What follows belongs to an exercise in optimizing a design on an open flow for small area; a production flow would make more cautious choices.
Function was checked by simulation only, so behaviour that the tests miss may differ from the original.
Power figures rest on the tool's default switching activity, not on a simulated workload.

==> flow/design.v <==
package radar_pkg;
  localparam int word_w = 32;
  localparam int param_bus_w = 4 * word_w;
  localparam int prf_count_w = 2 * word_w;
  localparam logic [word_w-1:0] chirp_count_max_init = 32'h0000_0dff;
  localparam logic [word_w-1:0] chirp_tuning_coef_init = 32'h0000_0001;
  localparam logic [word_w-1:0] chirp_freq_offset_init = 32'h0000_0b00;
  localparam logic [word_w-1:0] chirp_ctrl_word_init = 32'h0000_0020;
  localparam logic [word_w-1:0] prf_int_init = 32'h0000_0000;
  localparam logic [word_w-1:0] prf_frac_init = 32'h1d4c_0000;
  localparam logic [word_w-1:0] adc_sample_count_init = 32'h0000_01fe;
  typedef enum logic [2:0] {
    idle      = 3'b000,
    active    = 3'b001,
    chirp     = 3'b011,
    collect   = 3'b010,
    process1  = 3'b110,
    process2  = 3'b111,
    overhead1 = 3'b101,
    overhead2 = 3'b100
  } gen_state_t;
endpackage
`timescale 1ns/1ps
module param_sync #(
  parameter int width = 32,
  parameter logic [width-1:0] reset_value = '0
) (
  input  logic              aclk,
  input  logic              force_init,
  input  logic [width-1:0]  din,
  output logic [width-1:0]  dout
);
  logic [width-1:0] din_r;
  logic [width-1:0] din_rr;
  always_ff @(posedge aclk) begin
    din_r  <= din;
    din_rr <= din_r;
    dout   <= force_init ? reset_value : din_rr;
  end
endmodule
`timescale 1ns/1ps
module pulse_timers (
  input  logic                               aclk,
  input  logic                               aresetn,
  input  logic                               recent_reset,
  input  logic                               chirp_ready,
  input  logic [radar_pkg::word_w-1:0]       prf_int,
  input  logic [radar_pkg::word_w-1:0]       prf_frac,
  input  logic [radar_pkg::word_w-1:0]       adc_count,
  input  radar_pkg::gen_state_t              state,
  output logic                               prf_done,
  output logic                               collect_done
);
  logic [radar_pkg::word_w-1:0] prf_int_r, prf_int_rr, prf_int_rrr;
  logic [radar_pkg::word_w-1:0] prf_frac_r, prf_frac_rr, prf_frac_rrr;
  logic [radar_pkg::word_w-1:0] adc_r, adc_rr, adc_rrr;
  always_ff @(posedge aclk) begin
    prf_int_r    <= prf_int;
    prf_int_rr   <= prf_int_r;
    prf_int_rrr  <= prf_int_rr;
    prf_frac_r   <= prf_frac;
    prf_frac_rr  <= prf_frac_r;
    prf_frac_rrr <= prf_frac_rr;
    adc_r        <= adc_count;
    adc_rr       <= adc_r;
    adc_rrr      <= adc_rr;
  end
  logic                                force_init;
  logic [radar_pkg::prf_count_w-1:0]   prf_next_max;
  logic [radar_pkg::word_w-1:0]        adc_next_max;
  assign force_init   = !aresetn || recent_reset;
  assign prf_next_max = force_init ? {radar_pkg::prf_int_init, radar_pkg::prf_frac_init}
                                   : {prf_int_rrr, prf_frac_rrr};
  assign adc_next_max = force_init ? radar_pkg::adc_sample_count_init : adc_rrr;
  localparam int col_lo_w = 6;
  localparam int col_hi_w = radar_pkg::word_w - col_lo_w;
  localparam int prf_hi_w = 2 * col_hi_w;
  localparam int prf_lo_w = radar_pkg::prf_count_w - prf_hi_w;
  logic is_idle, is_active, is_collect;
  assign is_idle    = (state == radar_pkg::idle);
  assign is_active  = (state == radar_pkg::active);
  assign is_collect = (state == radar_pkg::collect);
  logic load;
  assign load = !aresetn || (is_idle && !chirp_ready) || state[2];
  logic [prf_lo_w-1:0] prf_lo;
  logic [prf_hi_w-1:0] prf_hi;
  logic [col_lo_w-1:0] col_lo;
  logic [col_hi_w-1:0] col_hi;
  logic [5:0]          phase;    
  logic                owed;     
  logic                borrow;   
  logic prf_dec, col_hi_zero, col_dec;
  logic aligned, start, borrow_in, bit0;
  assign prf_done     = (prf_lo == '0) && (prf_hi == '0);
  assign prf_dec      = is_active && !prf_done;
  assign col_hi_zero  = (col_hi == '0);
  assign collect_done = col_hi_zero && (col_lo[col_lo_w-1:1] == '0);
  assign col_dec      = is_collect && !(col_hi_zero && col_lo == '0);
  assign aligned   = (phase == '0) || (is_collect && phase == 6'(col_hi_w));
  assign start     = owed && aligned;
  assign borrow_in = start || borrow;
  assign bit0      = is_collect ? col_hi[0] : prf_hi[0];
  always_ff @(posedge aclk) begin
    if (load) begin
      {prf_hi, prf_lo} <= prf_next_max;
      {col_hi, col_lo} <= adc_next_max;
      phase            <= '0;
      owed             <= 1'b0;
      borrow           <= 1'b0;
    end else begin
      prf_lo <= prf_lo - prf_dec;
      col_lo <= col_lo - col_dec;
      prf_hi <= {prf_hi[0] ^ borrow_in, prf_hi[prf_hi_w-1:1]};
      col_hi <= {col_hi[0] ^ (borrow_in && is_collect), col_hi[col_hi_w-1:1]};
      phase  <= (phase == 6'(prf_hi_w - 1)) ? '0 : phase + 1'b1;
      owed   <= (owed && !start) || (prf_dec && prf_lo == '0) || (col_dec && col_lo == '0);
      borrow <= borrow_in && !bit0;
    end
  end
endmodule
`timescale 1ns/1ps
module pulse_sequencer (
  input  logic                   aclk,
  input  logic                   aresetn,
  input  logic                   chirp_ready,
  input  logic                   chirp_active,
  input  logic                   chirp_done,
  input  logic                   prf_done,
  input  logic                   collect_done,
  output radar_pkg::gen_state_t  state,
  output logic                   chirp_init,
  output logic                   chirp_enable,
  output logic                   adc_enable
);
  logic       advance;
  logic [2:0] flip;
  always_comb begin
    case (state)
      radar_pkg::idle:    advance = chirp_ready;
      radar_pkg::active:  advance = chirp_ready && prf_done;
      radar_pkg::chirp:   advance = chirp_done;
      radar_pkg::collect: advance = collect_done;
      default:            advance = 1'b1;
    endcase
  end
  assign flip = !advance ? 3'b000 :
                !(^state) ? 3'b001 :
                state[0] ? 3'b010 : 3'b100;
  always_ff @(posedge aclk) begin
    if (!aresetn) begin
      state        <= radar_pkg::idle;
      chirp_enable <= 1'b0;
      chirp_init   <= 1'b0;
      adc_enable   <= 1'b0;
    end else begin
      state        <= radar_pkg::gen_state_t'(state ^ flip);
      chirp_enable <= (state == radar_pkg::chirp);
      chirp_init   <= (state == radar_pkg::chirp) && !chirp_active && !chirp_enable;
      adc_enable   <= (state == radar_pkg::chirp) || (state == radar_pkg::collect);
    end
  end
endmodule
`timescale 1ns/1ps
module radar_pulse_controller (
  input  logic                               aclk,
  input  logic                               aresetn,
  input  logic                               chirp_ready,
  input  logic                               chirp_active,
  input  logic                               chirp_done,
  input  logic [radar_pkg::word_w-1:0]       chirp_time_int,
  input  logic [radar_pkg::word_w-1:0]       chirp_time_frac,
  input  logic [radar_pkg::word_w-1:0]       adc_sample_time,
  input  logic [radar_pkg::param_bus_w-1:0]  chirp_parameters_in,
  output logic [radar_pkg::param_bus_w-1:0]  chirp_parameters_out,
  output logic                               chirp_init,
  output logic                               chirp_enable,
  output logic                               adc_enable
);
  logic [2:0] reset_hist;
  always_ff @(posedge aclk) begin
    reset_hist <= {reset_hist[1:0], !aresetn};
  end
  radar_pkg::gen_state_t gen_state;
  logic prf_done;
  logic collect_done;
  param_sync #(
    .width(radar_pkg::param_bus_w),
    .reset_value({radar_pkg::chirp_ctrl_word_init, radar_pkg::chirp_freq_offset_init,
                  radar_pkg::chirp_tuning_coef_init, radar_pkg::chirp_count_max_init})
  ) param_sync_i (
    .aclk       (aclk),
    .force_init (!aresetn || reset_hist[0] || reset_hist[1]),
    .din        (chirp_parameters_in),
    .dout       (chirp_parameters_out)
  );
  pulse_timers pulse_timers_i (
    .aclk          (aclk),
    .aresetn       (aresetn),
    .recent_reset  (|reset_hist),
    .chirp_ready   (chirp_ready),
    .prf_int       (chirp_time_int),
    .prf_frac      (chirp_time_frac),
    .adc_count     (adc_sample_time),
    .state         (gen_state),
    .prf_done      (prf_done),
    .collect_done  (collect_done)
  );
  pulse_sequencer pulse_sequencer_i (
    .aclk          (aclk),
    .aresetn       (aresetn),
    .chirp_ready   (chirp_ready),
    .chirp_active  (chirp_active),
    .chirp_done    (chirp_done),
    .prf_done      (prf_done),
    .collect_done  (collect_done),
    .state         (gen_state),
    .chirp_init    (chirp_init),
    .chirp_enable  (chirp_enable),
    .adc_enable    (adc_enable)
  );
endmodule
==> flow/flow/run.sh <==
#!/bin/bash
# Standard layout with two changes, set through ORFS's own variables:
#  - every port is buffered by the smallest buffer (sky130_fd_sc_hd__buf_1)
#    instead of the one buffer_ports picks itself;
#  - the clock tree clusters up to 20 flip-flops per clkbuf_8 leaf buffer and inserts
#    no dummy loads.
set -euo pipefail
export BUFFER_PORTS_ARGS="-buffer_cell sky130_fd_sc_hd__buf_1"
export CTS_ARGS="-sink_clustering_enable -repair_clock_nets -dont_use_dummy_load -buf_list {sky130_fd_sc_hd__clkbuf_8} -sink_clustering_size 20 -sink_clustering_max_diameter 80"
bash standard.sh > standard_flow.log 2>&1
==> flow/standard.sh <==
#!/bin/bash
# synth_recipe.tcl (not shown) runs the flow's synth.tcl, then flattens the netlist and writes it again
# the make line also repeats each setting of config.mk as NAME=value (left out here)
make -C /OpenROAD-flow-scripts/flow DESIGN_CONFIG=/design/flow/config.mk WORK_HOME=/design/flow/orfs CLKGATE_MAP_FILE= SYNTH_SCRIPT=/design/flow/synth_recipe.tcl "${@:-finish}"
==> flow/config.mk <==
export PLATFORM = sky130hd
export DESIGN_NAME = radar_pulse_controller
export DESIGN_NICKNAME = radar_pulse_controller
export VERILOG_FILES = /design/flow/design.v
export SDC_FILE = /design/flow/constraint.sdc
export NUM_CORES = 4
export LEC_CHECK = 0
export CAP_MARGIN = 20
export CORE_MARGIN = 2
export CORE_UTILIZATION = 65
export SLEW_MARGIN = 20
==> flow/constraint.sdc <==
create_clock -name core_clock -period 4.0 [get_ports {aclk}]
set_input_delay 0.8000 -clock core_clock [delete_from_list [all_inputs] [get_ports {aclk}]]
set_output_delay 0.8000 -clock core_clock [all_outputs]
set_load 0.01 [all_outputs]
==> impl_metrics.csv, run 1 <==
group,metric,value,unit
synth,synth_nets,1457,
sta,max_freq,378,MHz
die,rows,61,
min_path,hold_path_class,"reg2reg",
die,die_y,173,um
setup_path,critPathMostFrequentCell,"ha_1",
global_route,grt_pass1_wl,45200,um
synth,synth_top_area_frac,0.849,
status,status,"complete, no violations",
sta,setup_tns,0,ps
run,drv_cap,0,
clock_tree,clk_path_buf_depth,3,
setup_path,crit_type,"reg2reg",
sta,relSlewSlack,0.518,
pwr,leakagePower,8.32,nW
global_route,grt_pass1_vias,9074,
sta,fin_crit,2650,ps
final_layout,nets,1836,
synth,synth_top_cell_by_area,"dfxtp_1",
sta,rsz0062_at_grt,"no",
setup_path,worstPathArrival,3070,ps
route,via_count,9096,
placement,dp_cells,1927,
synth,synthCells,1217,
final_layout,fin_cells,1972,
synth,synth-adder-area-share,0.00743,
clock_tree,cts_setup_buffers,0,
final_layout,drive_above_1_share,0.0402,
global_route,antenna_found_initial,0,
setup_path,crit_fanout,3,
synth,ys_ff_latch,785,
placement,dpl_cell_area,20300,sq um
setup_path,crit_path_max_incr_delay,410,ps
placement,hpwl,19700,um
clock_tree,cts_resized,0,
synth,synth_compound_area_frac,0.0485,
clock_tree,cts.sinks,785,
setup_path,crit_family,"simple AND/OR/NAND/NOR gates",
die,start_util,0.663,
synth,synthMuxAreaShare,0.00115,
setup_path,path_buf_inv,0,
route,ant_nets,0,
clock_tree,clkTransAtPathRegs,110,ps
synth,ys_seq_area_frac,0.849,
setup_path,start_kind,"register",
sta,slew_violations,0,
synth,yosys.area_share.simple,0.0749,
route,wl,28600,um
sta,skew,53.2,ps
clock_tree,insertion_delay,580,ps
pwr,ir_drop,0.433,mV
min_path,min_from,"param_sync_i.din_r[12]$_DFF_P_",
setup_path,crit_slowest_cell,"nor4_2",
setup_path,cp_cell_sequence,"nor4_1 > nand4_1 > nor4_2 > a21oi_1 > ha_1 > ha_1 > nor3b_1 > nand2_1 > nor3_1 > xnor2_1 > o21ai_1",
die,die_area,29900,sq um
synth,syn_area_per_cell,15.2,sq um
clock_tree,cts_root_buf,"clkbuf_8",
clock_tree,numCtsBuffers,45,
route,post_drt_wl_per_cell,14.5,um
sta,worst_pin_slew,721,ps
die,die_w,173,um
route,firstDrtPassIters,4,
placement,place_congestion,0.798,
setup_path,startpoint,"pulse_timers_i.prf_hi[0]$_DFF_P_",
synth,synthXorXnorAreaFrac,0.00946,
clock_tree,tritoncts,"built",
final_layout,antenna_cells,0,
final_layout,syn2layout_area_growth,12.8,%
die,pin_count,360,
synth,synth_warnings,4,
sta,setup_viol,0,
final_layout,fill_cells,1861,
pwr,p_per_area,577,nW/um^2
synth,synth_top_family_by_area,"simple AND/OR/NAND/NOR gates",
global_route,grt_usage,0.188,
final_layout,final_cell_area,20900,sq um
sta,min_period_over_period,0.662,
placement,io_buffers,359,
setup_path,timing.rr.start,"pulse_timers_i.prf_hi[0]$_DFF_P_",
clock_tree,postCtsHoldBufs,0,
setup_path,endpoint_kind,"register",
synth,synth_cell_types,38,
route,drcViolationCount,0,
route,drt_iter0_drc,392,
clock_tree,h-tree-depth,2,
synth,syn-cell-area,18500,sq um
sta,hold_viol,0,
global_route,grt_max_degree,129,
die,fp.coreArea,27900,sq um
route,viasPerCell,4.61,
synth,netlist_top_cells_area,"dfxtp_1, and2_1, a22o_1",
setup_path,crit_required,4430,ps
global_route,grt_overflow,0,
## registers in the layout (all words and copies together), names as in the netlist, 52 cells and up
name                   cells
param_sync_i.din_r       128
param_sync_i.din_rr      128
param_sync_i.dout        128
pulse_timers_i.prf_hi     52
## Yosys cell counts
library cell,n
nor2_1,25
nand2_1,31
or3_1,1
nor3b_1,4
a22o_1,66
o21a_1,2
nor3_2,1
o22a_1,11
inv_2,1
nor3_1,5
nand3_1,6
o21ai_0,6
a21oi_1,11
o311ai_1,1
xor2_1,8
and2_1,113
buf_2,11
a2111oi_1,1
xnor2_1,12
o41ai_1,2
nor4_2,3
a31oi_1,2
a41o_1,1
o32ai_1,1
nor4_4,1
and3_1,2
mux2i_1,1
clkbuf_1,22
nand2b_1,18
nand4_1,4
inv_1,11
nor4_1,22
dfxtp_1,785
ha_1,11
or2_2,2
o21ai_1,11
mux2_2,1
nand2b_2,1
## per-stage QoR
| step | utilization | power [mW] | worst slack, ps | hold slack [ps] |
|---|---|---|---|---|
| final | 0.748 | 12.1 | 1350 | 277 |
| after global routing | 0.748 | 12.6 | 1100 | 254 |
| after floorplan | - | 8.94 | 1770 | 310 |
| after global placement | 0.726 | 9.16 | 1310 | 310 |
| after CTS | 0.748 | 12.2 | 1300 | 256 |
| after detailed placement | 0.726 | 9.19 | 1170 | 312 |
## power by group
part | switching, mW | total (mW) | internal, mW | leakage, nW
clock network | 2.03 | 3.05 | 1.02 | 0.324
registers | 0.153 | 8.39 | 8.24 | 6.55
logic | 0.345 | 0.617 | 0.272 | 1.45
## worst paths after layout
| kind | end | slack [ps] | depth (start not counted) |
|---|---|---|---|
| worst max-delay path | pulse_timers_i.prf_lo[10]$_DFF_P_ | 1350 | 11 |
| worst min-delay path | param_sync_i.din_rr[12]$_DFF_P_ | 280 | 0 |
| worst max register to register | pulse_timers_i.prf_lo[10]$_DFF_P_ | 1350 | 11 |
| worst min register to register | param_sync_i.din_rr[12]$_DFF_P_ | 280 | 0 |
## per-layer routing
layer / routed length, um / up-vias / track usage
met5: 0 / - / 0
li1: - / 4681 / -
met2: 13800 / 256 / 0.322
met4: 657 / 0 / 0.0579
met3: 2230 / 52 / 0.0624
met1: 11900 / 4107 / 0.227
## logic make-up after synthesis
logic type | Yosys count
compound gates | 115
xor+xnor | 20
fa+ha+maj | 11
buf+inv | 45
flops | 785
mux | 2
simple gates | 239
## cell type report
| class | count | area (sq um) | area share |
|---|---|---|---|
| inverter | 12 | 45.0 | 0.00216 |
| timing repair buffer | 365 | 1410 | 0.0673 |
| tap | 378 | 473 | 0.0226 |
| multi-input combinational | 387 | 2630 | 0.126 |
| sequential | 785 | 15700 | 0.752 |
| clock buffer | 45 | 619 | 0.0296 |
## placed cells by master (no fill, tap or decap), types with 2 or more instances in the layout
cell / count
or2_2: 2
a22o_1: 66
nor4_1: 22
clkbuf_8: 45
o21ai_0: 6
a31oi_1: 2
nand3_1: 6
xnor2_1: 12
o41ai_1: 2
inv_1: 11
nor3_1: 4
nor3b_1: 4
nand2_1: 31
buf_4: 5
ha_1: 11
a21oi_1: 11
nand2b_1: 18
nand4_1: 4
buf_1: 359
xor2_1: 8
nor2_1: 25
and2_1: 113
and3_1: 2
dfxtp_1: 785
o22a_1: 11
nor4_2: 3
o21ai_1: 10
==> inputs of run 2 (changes only) <==
--- a/flow/config.mk
+++ b/flow/config.mk
@@ -9,3 +9,3 @@
 export CORE_MARGIN = 2
-export CORE_UTILIZATION = 65
+export CORE_UTILIZATION = 55
 export SLEW_MARGIN = 20
==> run 2 against run 1 <==
  * Still clean
  * Non-clock buffer count up 1
  * Power grew 0.36%
  * Largest power group unchanged
  * Flip-flop and latch count did not move
  * Sequential share of layout area is 0.30 points lower
==> impl_metrics.csv, run 2 <==
group,metric,value,unit
status,status,"complete, no violations",
synth,netlist_top_cells_area,"dfxtp_1, and2_1, a22o_1",
setup_path,crit_path_max_incr_delay,450,ps
final_layout,fin_cells,2043,
final_layout,syn2layout_area_growth,13.3,%
clock_tree,clk_path_buf_depth,3,
synth,synth_cell_types,38,
sta,max_freq,383,MHz
pwr,p_sw,2.57,mW
sta,skew,55.9,ps
placement,pre_cts_slack,1400,ps
route,firstDrtPassIters,4,
synth,synth.most_common_cell,"dfxtp_1",
synth,synthXorXnorAreaFrac,0.00946,
sta,min_period_over_period,0.653,
setup_path,endpoint_kind,"register",
pwr,ir_drop,0.396,mV
synth,syn_area_per_cell,15.2,sq um
final_layout,multiInputGateArea,2630,sq um
run,drv_cap,0,
global_route,grt_usage,0.169,
clock_tree,clkTransAtPathRegs,120,ps
setup_path,start_kind,"register",
final_layout,drive_above_1_share,0.0408,
route,drcViolationCount,0,
die,die_y,187,um
clock_tree,h-tree-depth,2,
global_route,antenna_found_initial,0,
final_layout,final_cell_area,21000,sq um
min_path,min_from,"chirp_parameters_in[10]",
pwr,p_per_area,577,nW/um^2
pwr,p_clk_frac,0.256,
synth,yosys.area_share.simple,0.0749,
setup_path,crit_required,4500,ps
final_layout,final_cell_mix,"dfxtp_1, buf_1, and2_1",
route,post_drt_wl_per_cell,14.5,um
setup_path,timing.rr.start,"pulse_timers_i.prf_hi[19]$_DFF_P_",
clock_tree,tritoncts,"built",
die,start_util,0.555,
min_path,hold_depth,1,
clock_tree,insertion_delay,630,ps
final_layout,antenna_cells,0,
global_route,grt_max_degree,95,
die,pin_count,360,
setup_path,reg2regPathDepth,11,
synth,async_reset_ff_frac,0,
setup_path,crit_fanout,3,
sta,hold_viol,0,
synth,synth_compound_area_frac,0.0485,
setup_path,r2r_setup_slack,1390,ps
clock_tree,postCtsHoldBufs,0,
placement,hpwl,20300,um
synth,synthCells,1217,
final_layout,seq_area,15700,sq um
pwr,leakagePower,8.33,nW
global_route,grt_pass1_vias,9096,
pwr,p_seq_frac,0.693,
synth,synth_nets,1457,
synth,synthMuxAreaShare,0.00115,
final_layout,final_common_cell,"dfxtp_1",
route,drt_iter0_drc,378,
sta,rsz0062_at_grt,"no",
pwr,fin_total_pwr,12.1,mW
pwr,sw_frac_of_total,0.212,
synth,synth_edf_count,0,
placement,dpl_cell_area,20400,sq um
synth,synth_top_cell_by_area,"dfxtp_1",
setup_path,worstPathArrival,3110,ps
die,rows,67,
final_layout,nets,1837,
clock_tree,cts_root_buf,"clkbuf_8",
clock_tree,numCtsBuffers,45,
sta,setup_viol,0,
min_path,hold_end,"param_sync_i.din_r[10]$_DFF_P_",
min_path,hold_path_class,"in2reg",
die,die_w,187,um
synth,synth_top_family_by_area,"simple AND/OR/NAND/NOR gates",
route,ant_nets,0,
synth,ys_ff_latch,785,
placement,io_buffers,359,
synth,synth_warnings,4,
setup_path,path_buf_inv,0,
route,wl,29600,um
synth,syn-cell-area,18500,sq um
pwr,p_comb_frac,0.051,
sta,fin_crit,2610,ps
synth,synth_common_cells,"dfxtp_1, and2_1, a22o_1",
setup_path,crit_slowest_cell,"nor4_2",
clock_tree,cts_resized,0,
sta,setup_tns,0,ps
setup_path,cp_cell_sequence,"nor4_1 > nand2_1 > nor4_2 > a21oi_1 > ha_1 > ha_1 > nor3b_1 > nand2_1 > nor3_1 > xnor2_1 > o21ai_1",
synth,synth_top_area_frac,0.849,
placement,dp_cells,1998,
setup_path,crit_family,"simple AND/OR/NAND/NOR gates",
synth,synth-adder-area-share,0.00743,
route,viasPerCell,4.47,
die,fp.coreArea,33400,sq um
final_layout,reg_top3,"param_sync_i.din_r: 128 flops, param_sync_i.din_rr: 128 flops, param_sync_i.dout: 128 flops",
synth,ys_seq_area_frac,0.849,
pwr,internal_power,9.53,mW
final_layout,fill_cells,2716,
synth,synth_ff_type,"dfxtp_1",
sta,fin_ws,1390,ps
sta,slew_violations,0,
global_route,grt_overflow,0,
setup_path,r2r_end,"pulse_timers_i.prf_lo[10]$_DFF_P_",
setup_path,crit_type,"reg2reg",
placement,place_congestion,0.778,
die,die_area,35100,sq um
route,via_count,9133,
clock_tree,cts_setup_buffers,0,
global_route,grt_pass1_wl,46500,um
clock_tree,cts.sinks,785,
sta,worst_pin_slew,819,ps
sta,relSlewSlack,0.454,
==> run 2: cell counts after synthesis <==
Identical to the previous run, type by type.
==> run 2: per-stage QoR <==
stage               utilization  hold slack [ps]
finish                    0.629              248
detailed placement        0.610              312
floorplan                     -              310
global placement          0.610              310
CTS                       0.629              183
global route              0.629              192
==> run 2: worst max-delay path by stage <==
| stage | startpoint | end | slack (ps) | depth (start not counted) |
|---|---|---|---|---|
| 2_1_floorplan | pulse_timers_i.prf_lo[4]$_DFF_P_ | pulse_timers_i.prf_lo[10]$_DFF_P_ | 1770 | 11 |
| 3_3_place_gp | pulse_timers_i.prf_hi[19]$_DFF_P_ | pulse_timers_i.prf_lo[10]$_DFF_P_ | 1400 | 11 |
| 3_5_place_dp | pulse_timers_i.prf_hi[19]$_DFF_P_ | pulse_timers_i.prf_lo[10]$_DFF_P_ | 1400 | 11 |
| 4_1_cts | pulse_timers_i.prf_hi[19]$_DFF_P_ | pulse_timers_i.prf_lo[10]$_DFF_P_ | 1350 | 11 |
| 5_1_grt | pulse_timers_i.prf_hi[19]$_DFF_P_ | pulse_timers_i.prf_lo[10]$_DFF_P_ | 1050 | 11 |
| 6_report | pulse_timers_i.prf_hi[19]$_DFF_P_ | pulse_timers_i.prf_lo[10]$_DFF_P_ | 1390 | 11 |
==> run 2: final cells by class <==
cell class | count | share of cell area
Timing Repair Buffer | 366 | 0.0668
Clock buffer | 45 | 0.0295
Sequential cell | 785 | 0.749
Inverter | 12 | 0.00215
Multi-Input combinational cell | 387 | 0.126
Tap cell | 448 | 0.0267
==> run 2: power groups by stage <==
stage / sequential (mW) / combinational (mW) / clock [mW]
3_5_place_dp: 8.57 / 0.620 / 0
6_report: 8.39 / 0.617 / 3.10
4_1_cts: 8.39 / 0.624 / 3.25
5_1_grt: 8.44 / 0.699 / 3.52
2_1_floorplan: 8.54 / 0.399 / 0
3_3_place_gp: 8.56 / 0.610 / 0
==> run 2: per-layer routing <==
layer  vias to the layer above  wire (um)  GRT usage
met1                      4141      12300      0.196
met3                        49       2920     0.0713
met5                         -          0          0
met4                         0        779     0.0715
li1                       4686          -          -
met2                       257      13600      0.276
==> run 2: kinds of logic after synthesis <==
group | Yosys count
flops | 785
simple gates | 239
compound gates | 115
buf+inv | 45
xor+xnor | 20
fa+ha+maj | 11
mux | 2
==> inputs of run 3 (changes only) <==
--- a/flow/config.mk
+++ b/flow/config.mk
@@ -9,3 +9,3 @@
 export CORE_MARGIN = 2
-export CORE_UTILIZATION = 55
+export CORE_UTILIZATION = 75
 export SLEW_MARGIN = 20
==> run 3 against run 2 <==
  * Global-route usage grew 8.1 points
  * Non-clock buffer count shrank 3
  * Design area shrank 0.81%
  * Critical path depth is the same
  * Hold slack gained 18 ps
  * Critical endpoint unchanged
  * Synthesized cell count is the same
  * Fmax shrank 6.0%
  * Final cell count shrank 6.2%
  * Area after synthesis is the same
  * Sequential share of layout area grew 0.61 points
  * Register-to-register slack lost 170 ps
==> impl_metrics.csv, run 3 <==
group,metric,value,unit
route,drt_iter0_drc,494,
final_layout,antenna_cells,0,
global_route,grt_overflow,0,
pwr,p_per_area,583,nW/um^2
die,start_util,0.764,
clock_tree,h-tree-depth,2,
pwr,ir_drop,0.589,mV
clock_tree,cts_resized,0,
setup_path,crit_fanout,3,
pwr,fin_total_pwr,12.1,mW
synth,synth_warnings,4,
route,post_drt_wl_per_cell,17.0,um
die,rows,57,
sta,worst_pin_slew,836,ps
final_layout,seq_area,15700,sq um
sta,fin_ws,1220,ps
sta,setup_viol,0,
global_route,grt_usage,0.250,
sta,relSlewSlack,0.443,
clock_tree,cts_root_buf,"clkbuf_8",
synth,synth.most_common_cell,"dfxtp_1",
setup_path,crit_required,4430,ps
sta,max_freq,360,MHz
clock_tree,postCtsHoldBufs,0,
route,ant_nets,0,
clock_tree,numCtsBuffers,45,
clock_tree,cts_setup_buffers,0,
placement,place_congestion,0.774,
pwr,p_sw,2.59,mW
die,die_area,26000,sq um
die,fp.coreArea,24200,sq um
placement,dpl_cell_area,20200,sq um
die,die_w,161,um
sta,min_period_over_period,0.694,
global_route,antenna_found_initial,0,
pwr,p_comb_frac,0.051,
setup_path,crit_type,"reg2reg",
clock_tree,clkTransAtPathRegs,110,ps
synth,syn-cell-area,18500,sq um
final_layout,drive_above_1_share,0.0389,
setup_path,endpoint_kind,"register",
die,pin_count,360,
final_layout,final_cell_area,20800,sq um
final_layout,fin_cells,1916,
route,viasPerCell,4.93,
pwr,sw_frac_of_total,0.214,
sta,hold_viol,0,
sta,rsz0062_at_grt,"no",
final_layout,fin_util,0.858,
synth,async_reset_ff_frac,0,
pwr,internal_power,9.53,mW
final_layout,syn2layout_area_growth,12.4,%
setup_path,start_kind,"register",
route,wl,32600,um
status,status,"complete, no violations",
route,via_count,9444,
synth,synth_edf_count,0,
final_layout,nets,1834,
pwr,leakagePower,8.31,nW
synth,synth_common_cells,"dfxtp_1, and2_1, a22o_1",
setup_path,worstPathArrival,3210,ps
sta,setup_tns,0,ps
placement,io_buffers,359,
placement,pre_cts_slack,969,ps
clock_tree,clk_path_buf_depth,3,
synth,ys_ff_latch,785,
clock_tree,cts.sinks,785,
placement,hpwl,21400,um
sta,skew,57.1,ps
global_route,grt_max_degree,93,
run,drv_cap,0,
synth,synthCells,1217,
final_layout,reg_top3,"param_sync_i.din_r: 128 flops, param_sync_i.din_rr: 128 flops, param_sync_i.dout: 128 flops",
synth,synth_top_area_frac,0.849,
synth,synth_nets,1457,
final_layout,final_common_cell,"dfxtp_1",
synth,synth_ff_type,"dfxtp_1",
clock_tree,tritoncts,"built",
route,drcViolationCount,0,
sta,slew_violations,0,
die,die_y,161,um
synth,synth_top_cell_by_area,"dfxtp_1",
sta,fin_hold_ws,266,ps
pwr,p_seq_frac,0.694,
placement,dp_cells,1871,
min_path,hold_path_class,"reg2reg",
clock_tree,insertion_delay,580,ps
synth,netlist_top_cells_area,"dfxtp_1, and2_1, a22o_1",
final_layout,final_cell_mix,"dfxtp_1, buf_1, and2_1",
route,firstDrtPassIters,4,
synth,syn_area_per_cell,15.2,sq um
global_route,grt_pass1_vias,10104,
synth,ys_seq_area_frac,0.849,
synth,synth_cell_types,38,
global_route,grt_pass1_wl,50000,um
pwr,p_clk_frac,0.255,
final_layout,fill_cells,1147,
final_layout,multiInputGateArea,2640,sq um
sta,fin_crit,2780,ps
-- run 3: layer usage --
layer / GRT usage / vias up / part of all wire / wire [um]
li1: - / 4670 / - / -
met5: 0 / - / 0 / 0
met2: 0.466 / 294 / 0.52 / 16900
met1: 0.268 / 4397 / 0.38 / 12300
met4: 0.0958 / 0 / 0.036 / 1180
met3: 0.0693 / 83 / 0.069 / 2270
-- run 3: final timing paths --
| check | slack, ps | cells past startpoint | start | to |
|---|---|---|---|---|
| max reg2reg | 1220 | 11 | pulse_timers_i.prf_hi[7]$_DFF_P_ | pulse_timers_i.prf_lo[10]$_DFF_P_ |
| min reg2reg | 270 | 0 | param_sync_i.din_r[40]$_DFF_P_ | param_sync_i.din_rr[40]$_DFF_P_ |
| min | 270 | 0 | param_sync_i.din_r[40]$_DFF_P_ | param_sync_i.din_rr[40]$_DFF_P_ |
| max | 1220 | 11 | pulse_timers_i.prf_hi[7]$_DFF_P_ | pulse_timers_i.prf_lo[10]$_DFF_P_ |
-- run 3: power by group through the flow --
stage / Combinational [mW] / Clock, mW / Sequential, mW
6_report: 0.623 / 3.09 / 8.41
4_1_cts: 0.624 / 3.15 / 8.41
3_3_place_gp: 0.579 / 0 / 8.56
3_5_place_dp: 0.613 / 0 / 8.58
5_1_grt: 0.695 / 3.42 / 8.45
2_1_floorplan: 0.399 / 0 / 8.54
-- run 3: worst max-delay path: stages (launching register included) --
cell and delay [ps]:
dfxtp_1 340, nor4_1 370, nand4_1 160, nor4_2 510, a21oi_1 180, ha_1 250
ha_1 230, nor3b_1 180, nand2_1 110, nor3_1 60, xnor2_1 150, o21ai_1 70
-- run 3: area by class of cell --
cell class / instances / share of cell area
Sequential cell: 785 / 0.755
Multi-Input combinational cell: 387 / 0.127
Timing Repair Buffer: 363 / 0.0662
Clock buffer: 45 / 0.0298
Tap cell: 324 / 0.0195
Inverter: 12 / 0.00217
-- run 3: kinds of logic (layout without fill, tap and decap cells) --
logic type                 after synthesis  count (layout)  share of synthesized area
DFF                                    785             785                      0.849
and+or+nand+nor                        239             239                     0.0749
AOI/OAI and AO/OA                      115             115                     0.0485
buffers and inverters                   45             420                    0.00987
xor gates and xnor gates                20              20                    0.00946
adders and majority gates               11              11                    0.00743
muxes                                    2               2                    0.00115

re-timing with driven ports:
The results above use ideal ports. As a check the final layouts listed here were re-extracted and re-timed, cells and wires unchanged.
Step 1 assumes that a clkbuf_16 drives the clock port and a buf_2 every other input.
Step 2 moves the port delays by t, midway between the first and last clock arrival at a register: inputs arrive t later, outputs are due t later. That takes back most of the time a late clock gives input paths.
a / b / c = no drivers / after step 1 / after step 2; a / b = the first two.
run	t, ns	setup slack, ns	clock arrival spread, ns
run 1	0.597	1.354 / 1.354 / 1.163	0.056 / 0.056
run 2	0.653	1.388 / 1.388 / 1.388	0.060 / 0.060
run 3	0.599	1.223 / 1.223 / 1.031	0.062 / 0.062
After both steps every run listed still meets setup and hold. For run 3, which loses most, drivers alone change the setup slack by 0.000 ns; drivers and shift together by -0.192 ns.
